What follows belongs to an exercise in optimizing a design on an open flow for small area, a short achievable clock period and few clock cycles; a production flow would make more cautious choices.
Only simulation tests tie the RTL to the original design; equivalence was not proved.
In every run shown here, the design's own scripts or RTL, not TritonCTS, make the clock network.
No driver is modelled on the clock port, so clock power and skew are understated where the tree is cut down; a real chip needs a root buffer or a tree.
Power figures rest on the tool's default switching activity, not on a simulated workload.

==> flow/design.v, too long to show whole: its modules and the start of the top module <==
// module polar_encoder: 1120 lines
// module pe_ax2: 3 lines
// module pe_a2: 3 lines
// module pe_x2: 3 lines
// module pe_sw: 3 lines
module polar_encoder
(
    input  logic       clk,
    input  logic       rst_n,
    input  logic       start,
    input  logic [9:0] N,
    input  logic [7:0] K,
    input  logic       in_valid,
    input  logic       in_bit,
    output logic       in_ready,
    output logic       out_valid,
    output logic       out_bit,
    input  logic       out_ready,
    output logic       busy,
    output logic       out_last
);
  // ...
==> flow/flow/run.sh <==
#!/bin/bash
# The standard layout with two changes:
#  - plain buffers (buf_2) on the ports, instead of the delay cell that
#    buffer_ports picks by default;
#  - a two-level clock tree built by flow/cts.tcl in place of TritonCTS.
set -e
export BUFFER_PORTS_ARGS="-buffer_cell sky130_fd_sc_hd__buf_2"
bash standard.sh place > standard_place.log 2>&1
export FLOW_RES=$PWD/orfs/results/sky130hd/polar_encoder/base
mkdir -p orfs/logs/sky130hd/polar_encoder/base
openroad -no_init -exit flow/cts.tcl > cts.log 2>&1
cp cts.log orfs/logs/sky130hd/polar_encoder/base/4_1_cts.log
bash standard.sh > standard.log 2>&1
==> flow/flow/cts.tcl <==
# Clock tree for this design, in place of TritonCTS: the clock port drives
# four root clkbuf_16s, each driving the clkbuf_16s of about four of the 16
# flip-flop clusters (k-means on the flip-flops' locations). Two buffer
# levels give a lower insertion delay than TritonCTS's three.
set plat $::env(FLOW_HOME)/platforms/sky130hd
set res $::env(FLOW_RES)
read_liberty $plat/lib/sky130_fd_sc_hd__tt_025C_1v80.lib
read_db $res/3_place.odb
read_sdc $res/3_place.sdc
source $plat/setRC.tcl
source [file dirname [info script]]/mcts.tcl
mcts_build 16 sky130_fd_sc_hd__clkbuf_16 sky130_fd_sc_hd__clkbuf_16 4
set_propagated_clock [all_clocks]
detailed_placement
check_placement -verbose
estimate_parasitics -placement
report_clock_skew
report_checks -path_delay max -group_path_count 5 -format full_clock_expanded
report_check_types -max_slew -max_capacitance -violators
write_db $res/4_1_cts.odb
write_sdc -no_timestamp $res/4_cts.sdc
==> flow/flow/mcts.tcl <==
# Manual two-level clock tree: root clkbuf near the die centre driving one
# clkbuf per cluster of flip-flops (k-means on clock pin locations).
# Manual two-level clock tree: see cts.tcl.
proc mcts_build { nclus bufname rootname {nroot 1} } {
  set db [ord::get_db]
  set block [ord::get_db_block]
  set clknet [$block findNet clk]
  set sinks {}
  foreach it [$clknet getITerms] {
    set inst [$it getInst]
    set bb [$inst getBBox]
    lappend sinks [list $it [expr {([$bb xMin]+[$bb xMax])/2}] [expr {([$bb yMin]+[$bb yMax])/2}]]
  }
  set n [llength $sinks]
  # k-means init: spread along sorted order
  set sorted [lsort -real -index 1 $sinks]
  set cents {}
  for {set k 0} {$k < $nclus} {incr k} {
    set s [lindex $sorted [expr {int(($k + 0.5) * $n / $nclus)}]]
    lappend cents [list [lindex $s 1] [lindex $s 2]]
  }
  for {set iter 0} {$iter < 40} {incr iter} {
    set sx {}; set sy {}; set sc {}
    for {set k 0} {$k < $nclus} {incr k} { lappend sx 0.0; lappend sy 0.0; lappend sc 0 }
    set assign {}
    foreach s $sinks {
      set best -1; set bd 1e30
      for {set k 0} {$k < $nclus} {incr k} {
        set c [lindex $cents $k]
        set d [expr {abs([lindex $s 1]-[lindex $c 0]) + abs([lindex $s 2]-[lindex $c 1])}]
        if {$d < $bd} { set bd $d; set best $k }
      }
      lappend assign $best
      lset sx $best [expr {[lindex $sx $best] + [lindex $s 1]}]
      lset sy $best [expr {[lindex $sy $best] + [lindex $s 2]}]
      lset sc $best [expr {[lindex $sc $best] + 1}]
    }
    for {set k 0} {$k < $nclus} {incr k} {
      if {[lindex $sc $k] > 0} {
        lset cents $k [list [expr {[lindex $sx $k]/[lindex $sc $k]}] [expr {[lindex $sy $k]/[lindex $sc $k]}]]
      }
    }
  }
  set m [$db findMaster $bufname]
  set rm [$db findMaster $rootname]
  # group the cluster centres into nroot groups (k-means)
  set rc {}
  set sc [lsort -real -index 0 $cents]
  for {set r 0} {$r < $nroot} {incr r} { lappend rc [lindex $sc [expr {int(($r + 0.5) * $nclus / $nroot)}]] }
  for {set iter 0} {$iter < 30} {incr iter} {
    set rass {}
    set ax {}; set ay {}; set an {}
    for {set r 0} {$r < $nroot} {incr r} { lappend ax 0.0; lappend ay 0.0; lappend an 0 }
    foreach c $cents {
      set best 0; set bd 1e30
      for {set r 0} {$r < $nroot} {incr r} {
        set d [expr {abs([lindex $c 0]-[lindex $rc $r 0]) + abs([lindex $c 1]-[lindex $rc $r 1])}]
        if {$d < $bd} { set bd $d; set best $r }
      }
      lappend rass $best
      lset ax $best [expr {[lindex $ax $best] + [lindex $c 0]}]
      lset ay $best [expr {[lindex $ay $best] + [lindex $c 1]}]
      lset an $best [expr {[lindex $an $best] + 1}]
    }
    for {set r 0} {$r < $nroot} {incr r} {
      if {[lindex $an $r] > 0} { lset rc $r [list [expr {[lindex $ax $r]/[lindex $an $r]}] [expr {[lindex $ay $r]/[lindex $an $r]}]] }
    }
  }
  set rootnets {}
  for {set r 0} {$r < $nroot} {incr r} {
    set root [odb::dbInst_create $block $rm clkroot_buf_$r]
    $root setLocation [expr {int([lindex $rc $r 0])}] [expr {int([lindex $rc $r 1])}]
    $root setPlacementStatus PLACED
    set rn [odb::dbNet_create $block clkroot_net_$r]
    $rn setSigType CLOCK
    [$root findITerm X] connect $rn
    lappend rootnets $rn
    lappend roots $root
  }
  set leafnets {}
  for {set k 0} {$k < $nclus} {incr k} {
    set c [lindex $cents $k]
    set b [odb::dbInst_create $block $m clkleaf_buf_$k]
    $b setLocation [expr {int([lindex $c 0])}] [expr {int([lindex $c 1])}]
    $b setPlacementStatus PLACED
    set ln [odb::dbNet_create $block clkleaf_net_$k]
    $ln setSigType CLOCK
    [$b findITerm A] connect [lindex $rootnets [lindex $rass $k]]
    [$b findITerm X] connect $ln
    lappend leafnets $ln
  }
  set i 0
  foreach s $sinks {
    set it [lindex $s 0]
    $it disconnect
    $it connect [lindex $leafnets [lindex $assign $i]]
    incr i
  }
  foreach root $roots { [$root findITerm A] connect $clknet }
  global_connect
}
==> flow/standard.sh <==
#!/bin/bash
# synth_recipe.tcl (not shown) runs the flow's synth.tcl, then flattens the netlist and writes it again
# the make line also repeats each setting of config.mk as NAME=value (left out here)
make -C /OpenROAD-flow-scripts/flow DESIGN_CONFIG=/design/flow/config.mk WORK_HOME=/design/flow/orfs CLKGATE_MAP_FILE= SYNTH_SCRIPT=/design/flow/synth_recipe.tcl "${@:-finish}"
==> flow/config.mk <==
export PLATFORM = sky130hd
export DESIGN_NAME = polar_encoder
export DESIGN_NICKNAME = polar_encoder
export VERILOG_FILES = /design/flow/design.v
export SDC_FILE = /design/flow/constraint.sdc
export NUM_CORES = 8
export LEC_CHECK = 0
export CAP_MARGIN = 20
export CORE_MARGIN = 2
export CORE_UTILIZATION = 55
export CTS_BUF_LIST = sky130_fd_sc_hd__clkbuf_16
export CTS_CLUSTER_DIAMETER = 100
export CTS_CLUSTER_SIZE = 24
export PLACE_DENSITY = 0.65
export SLEW_MARGIN = 20
export SYNTH_HIERARCHICAL = 1
==> flow/constraint.sdc <==
create_clock -name core_clock -period 30.0 [get_ports {clk}]
set_input_delay 6.0000 -clock core_clock [delete_from_list [all_inputs] [get_ports {clk}]]
set_output_delay 6.0000 -clock core_clock [all_outputs]
set_load 0.01 [all_outputs]
==> run summary, run 1 <==
DP HPWL: 29,300 µm
Multi-input combinational area share: 54.0%
Power in sequential cells: 0.442 mW
Yosys cell types: 75
Critical path startpoint category: flip-flop
M1 WL: 20,600 µm
Most area-consuming cells after synthesis: dfxtp_1 (35%), xor2_1 (14%), a22o_1 (14%), nand2_1 (7.6%), edfxtp_1 (4.4%)
Top Consumer: registers
Met2 usage: 44.9%
FF+latch count: 316
DR top layer: met4
Buf+Inv Stages, Crit Path: 1
Synth Area in Adders: 3.80%
Grt met1 use: 39.7%
Clk. pwr: 0.251 mW
Final core utilization: 59.8%
First-pass GRT wire length: 68,600 µm
Simple-gate portion of the synthesized area: 15.2%
CP max FO: 3
CP Capture Point: in_ready
Net Sw Power: 0.204 mW
Fin cells: 2,221
Slew @ Worst Pin: 1.17 ns
Outcome: no timing/DRC/antenna violations
Worst slew margin: 21.8%
Main combinational cell family by area after synthesis: compound AO/OA/AOI/OAI gates
Vias in the first global route: 12,162
Reg clk slew, reported paths: 0.08 ns
Largest registers: slot_q (256), c_q (10)
CP Depth: 1
Testbench counts, summed over its fixed seeds: cycles 51,710.
==> run 2: changes to the inputs <==
--- a/flow/design.v
+++ b/flow/design.v
@@ -28,17 +28,17 @@
     logic       su_q;             
     logic       pha_q;            
     logic       init_q;           
     logic       par_q;            
     logic       tv_q, tb_q, tl_q, pact_q;
     logic [3:0] j_q;              
     logic [3:0] p_q;
     logic [8:0] t_q;              
-    logic [9:0] c_q;              
+    logic [8:0] c_q;              
     logic       lt_q;             
     logic [3:0] f_q;              
     logic [8:0] qj_q;             
     logic [NSLOT-1:0] slot_q;
     logic start_acc, hs_in, hs_out, out_go, last_tgt, k0, prod;
     logic [8:0] nm1;
     assign start_acc = start & ~busy_q &
                        ((N == 10'd128) | (N == 10'd256) | (N == 10'd512));
@@ -111,39 +111,39 @@
             {4'd9, 4'd8}: binom = 7'd9;
             {4'd9, 4'd9}: binom = 7'd1;
             default:      binom = 7'd0;
         endcase
     end
     logic gt;
     assign gt = (qj_q[7:0] > {1'b0, binom});
     assign k0 = su_q & pha_q & (qj_q[7:0] == 8'd0);
-    logic [9:0] y, c_next;
+    logic [8:0] y, c_next;
     logic [3:0] tz, need, fy, f_next;
     logic       lt_next;
     always_comb begin
-        tz = 4'd10;
-        for (int i = 9; i >= 0; i--) if (!c_q[i]) tz = u4(i);
+        tz = 4'd9;
+        for (int i = 8; i >= 0; i--) if (!c_q[i]) tz = u4(i);
         need = (tz > f_q) ? (tz - f_q) : 4'd0;
         fy   = (f_q > tz) ? (f_q - tz + 4'd1) : 4'd1;
-        y    = c_q + 10'd1;
-        for (int i = 0; i < 10; i++) if (need > u4(i)) y[i] = 1'b1;
-        if (lt_q && (y >= {1'b0, t_q})) begin
-            c_next  = {1'b0, t_q};
+        y    = c_q + 9'd1;
+        for (int i = 0; i < 9; i++) if (need > u4(i)) y[i] = 1'b1;
+        if (lt_q && (y >= t_q)) begin
+            c_next  = t_q;
             f_next  = 4'd1;
             lt_next = 1'b0;
         end else begin
             c_next  = y;
             f_next  = fy;
             lt_next = lt_q;
         end
     end
     assign last_tgt = init_q ? (t_q == nm1) :
-                      v_q    ? (c_q == {1'b0, nm1[8:1], 1'b0}) :
-                               (c_q == {1'b0, nm1});
+                      v_q    ? (c_q == {nm1[8:1], 1'b0}) :
+                               (c_q == nm1);
     logic [7:0]  wslot;
     logic [15:0] wr_hi, wr_lo;
     assign wslot = c_q[7:0] ^ {8{m512 & c_q[8]}};
     always_comb begin
         for (int q = 0; q < 16; q++) begin
             wr_hi[q] = (wslot[7:4] == u4(q));
             wr_lo[q] = (wslot[3:0] == u4(q)) & v_q & b_q;
         end
@@ -1066,31 +1066,31 @@
         if (!busy_q) begin
             m512  <= N[9];
             m256  <= N[8];
             qj_q  <= {1'b0, K};
             j_q   <= N[9] ? 4'd9 : N[8] ? 4'd8 : 4'd7;
             p_q   <= N[9] ? 4'd9 : N[8] ? 4'd8 : 4'd7;
             pha_q <= 1'b1;
             t_q   <= '0;
-            c_q   <= 10'h3FF;
+            c_q   <= 9'h1FF;
             lt_q  <= 1'b1;
             par_q <= 1'b0;
             out_bit_q  <= 1'b0;
             out_last_q <= 1'b0;
             pact_q     <= 1'b0;
         end else begin
             if (su_q) begin
                 if (pha_q) begin
                     j_q <= j_q - 4'd1;
                     if (gt) begin
                         qj_q <= qj_q - {2'b00, binom};
                     end else begin
                         pha_q <= 1'b0;
-                        f_q   <= 4'd9 - j_q;
+                        f_q   <= (j_q > 4'd8) ? 4'd0 : 4'd8 - j_q;
                         p_q   <= p_q - 4'd1;
                     end
                 end else begin
                     t_q <= {t_q[7:0], ~gt};
                     p_q <= p_q - 4'd1;
                     if (gt) qj_q <= qj_q - {2'b00, binom};
                     else    j_q  <= j_q - 4'd1;
                 end
==> run summary, run 2 <==
Reg clk slew, reported paths: 0.09 ns (about the same)
Worst Hold Launch: pact_q$_SDFF_PN0_
CP Capture Type: primary output
DRT Wirelength: 43,700 µm
Fmax: 145 MHz
Rows: 62
YS warnings: 7
CP top delay family: flip-flops
Top-count cell post-synth: nand2_1
I/O pins: 29
Yosys top cell area share: 34.9%
Tcrit/Tclk final: 23.0%
DRT iter0 DRCs: 900
Yosys cell types: 74 (-1.3%)
DR pass1 iterations: 5
CP max stage cell: dfrtp_1
Initial Utilization: 56.1%
Worst skew pair latency: 0.33 ns
PortBufs: 28
Minimum clock period: 6.89 ns
Largest net degree at the start of global routing: 107
Die H: 176 µm
Post-synth EDFFs: 24
Flip-flop count of the largest register after layout: 256
Outcome: no timing/DRC/antenna violations
Most area-consuming cells after synthesis: dfxtp_1 (35%), xor2_1 (14%), a22o_1 (14%), nand2_1 (7.9%), edfxtp_1 (4.5%)
Largest Register: slot_q
DR top layer: met4
Slew @ Worst Pin: 1.14 ns (-0.0375 ns)
Final #Nets: 1,878
Vias in the first global route: 12,471 (+2.5%)
Syn Inst Count: 1,762
Final core utilization: 60.5% (+0.67 points)
Async S/R FF share, synth: 2.86%
M1 WL: 20,800 µm (+0.70%)
Hold path depth: 1
Wire length per cell: 19.9 µm
Peak VDD IR: 0.0302 mV
Final clock skew: 0.0458 ns
Critical Path RT: 24.00 ns
Max Slew Vio Count: 0
DR WL met2: 20,400 µm
R2R depth: 18
Final setup vio count: 0
Critical path startpoint category: flip-flop
Leak: 7.21 nW
Worst min path class: reg2reg
Global Route Usage Sum: 28.1%
DRT antenna net count: 0
Die area: 0.0308 mm²
Initial antenna violation count: 0
Final Hold Vio Count: 0
Register area share after synthesis: 40.7%
Yosys reg bits: 315
PwrDens: 45.0 mW/mm²
Die width: 176 µm
DRC Markers: 0
Final instance area: 0.0175 mm²
Placer Congestion: 0.914
Core Box Area: 0.0289 mm²
Buf+Inv Stages, Crit Path: 1 (unchanged)
Via count: 12,864
Total gr overflow: 0
Critical Path Start: in_ready_q$_DFFE_PN0P_
First-pass GRT wire length: 69,700 µm (+1.5%)
Unrepaired setup endpoints after global routing: false
DP HPWL: 29,900 µm (+1.9%)
Crit Reg-Reg Startpoint: qj_q[3]$_DFFE_PP_
Most common cell after layout, fill and taps aside: nand2_1
Area growth syn-to-layout: 7.86%
Worst slew margin: 24.3% (+2.5 points)
Setup TNS: 0 ns
CP Cell Sequence: buf_2
Synth Flop Type: dfxtp_1
CP Depth: 1 (unchanged)
CP max FO: 3 (unchanged)
Commonest non-fill, non-tap cells in the layout: nand2_1 (339), dfxtp_1 (282), xor2_1 (265)
Ant. Diodes: 0
Syn avg cell area: 9.18 µm²
Crit path kind: reg2out
Crit path DAT: 0.89 ns
Commonest cells in the netlist: nand2_1 (339), dfxtp_1 (282), xor2_1 (265)
Post-synth top area cell: dfxtp_1
Slowest stage delay, CP: 0.40 ns
Layout cells sized above 1: 7.02%
Max-Cap Viols: 0
Area after DPL: 0.0169 mm²
Via density: 5.86
Metal3 WL: 1660 µm
Syn Std Cell Area: 0.0162 mm²
[run 2: cell count changes in the layout (fill, tap and decap cells not counted), moves of 5 or more]
| cell | before | now |
|---|---|---|
| o21ai_1 | 27 | 3 |
| a21oi_1 | 57 | 45 |
| ha_1 | 45 | 39 |
| nor2_1 | 79 | 68 |
| o22ai_1 | 9 | 23 |
| nand2_1 | 334 | 339 |
| xor2_1 | 260 | 265 |
| a211oi_1 | 1 | 7 |
| mux2i_1 | 13 | 7 |
[run 2: area by class of cell]
class / count / area, µm²
repair buffers: 57 / 370
fillers: 2594 / 11400
plain buffers: 20 / 500
flip-flops and latches: 315 / 6600
multi-input cells: 1368 / 9320
well taps: 384 / 480
inverters: 50 / 188
[run 2: final timing paths]
kind / slack, ns / end
setup reg to reg: 24.94 / out_bit_q$_SDFFE_PN0P_
max in group asynchronous: 24.23 / busy_q$_DFF_PN0_
hold reg to reg: 0.48 / pact_q$_SDFF_PN0_
min in group asynchronous: 5.51 / v_q$_DFF_PN0_
setup / recovery: 23.11 / in_ready
hold / removal: 0.48 / pact_q$_SDFF_PN0_
[run 2: layer usage]
metal,vias to the layer above,global-route usage (%)
li1,6271,-
met1,6291,40.6
met2,242,47.4
met3,60,1.54
met4,0,4.89
met5,-,0
[run 2: logic make-up after synthesis]
family,Yosys count,share of synthesized area (%)
simple gates,558,15.2
compound gates,440,21.1
flops,315,40.7
xor+xnor,286,15.5
buf+inv,94,2.25
fa+ha+maj,42,3.39
mux,26,1.76
other cells,1,0.0232
[run 2: per-stage QoR]
stage / power (mW) / hold slack (ns) / setup WS [ns] / std cells
after floorplan: 0.510 / 0.447 / 23.23 / 1777
after global placement: 0.542 / 0.458 / 23.03 / 2173
after detailed placement: 0.543 / 0.465 / 23.02 / 2173
after global routing: 0.814 / 0.500 / 23.08 / 2194
final: 0.786 / 0.479 / 23.11 / 2194
[run 2: per-module statistics from Yosys, one instance, submodules excluded]
module         copies in the design  cells  area (µm²)
polar_encoder                     1    965       10600
pe_sw                           256      1        8.76
pe_ax2                          128      3        16.3
pe_x2                           126      1        8.76
pe_a2                            31      1        6.26
[run 2: power breakdown]
group	internal, mW	switching (mW)
sequential	0.428	0.0131
clock	0.120	0.131
combinational	0.0301	0.0640
Testbench counts of run 2, summed over its fixed seeds: cycles 51,710.

re-timing with driven ports:
The results above use ideal ports. As a check the final layouts listed here were re-extracted and re-timed, cells and wires unchanged. Step 1: set_driving_cell puts a clkbuf_16 on clk and a buf_2 on each other input, an assumption about the parent block. Step 2, shift: input delay + t, output delay - t, t = (earliest + latest rising clock arrival at the registers) / 2. This alone moves slack from input paths to output paths. a / b / c = ideal / step 1 / step 2; a / b = the first two.
run	t (ns)	setup WS [ns]	worst setup path at the end	latest minus earliest clock arrival (ns)	worst slew at a driven data input, ns
run 1	0.425	23.152 / 23.045 / 23.095	input to register	0.068 / 0.068	0.04
run 2	0.408	23.110 / 23.014 / 22.947	input to register	0.046 / 0.046	0.03
After both steps every run listed still meets setup and hold. The setup slack of run 2, which loses most, moves by -0.096 ns with the drivers and by -0.163 ns with both steps.
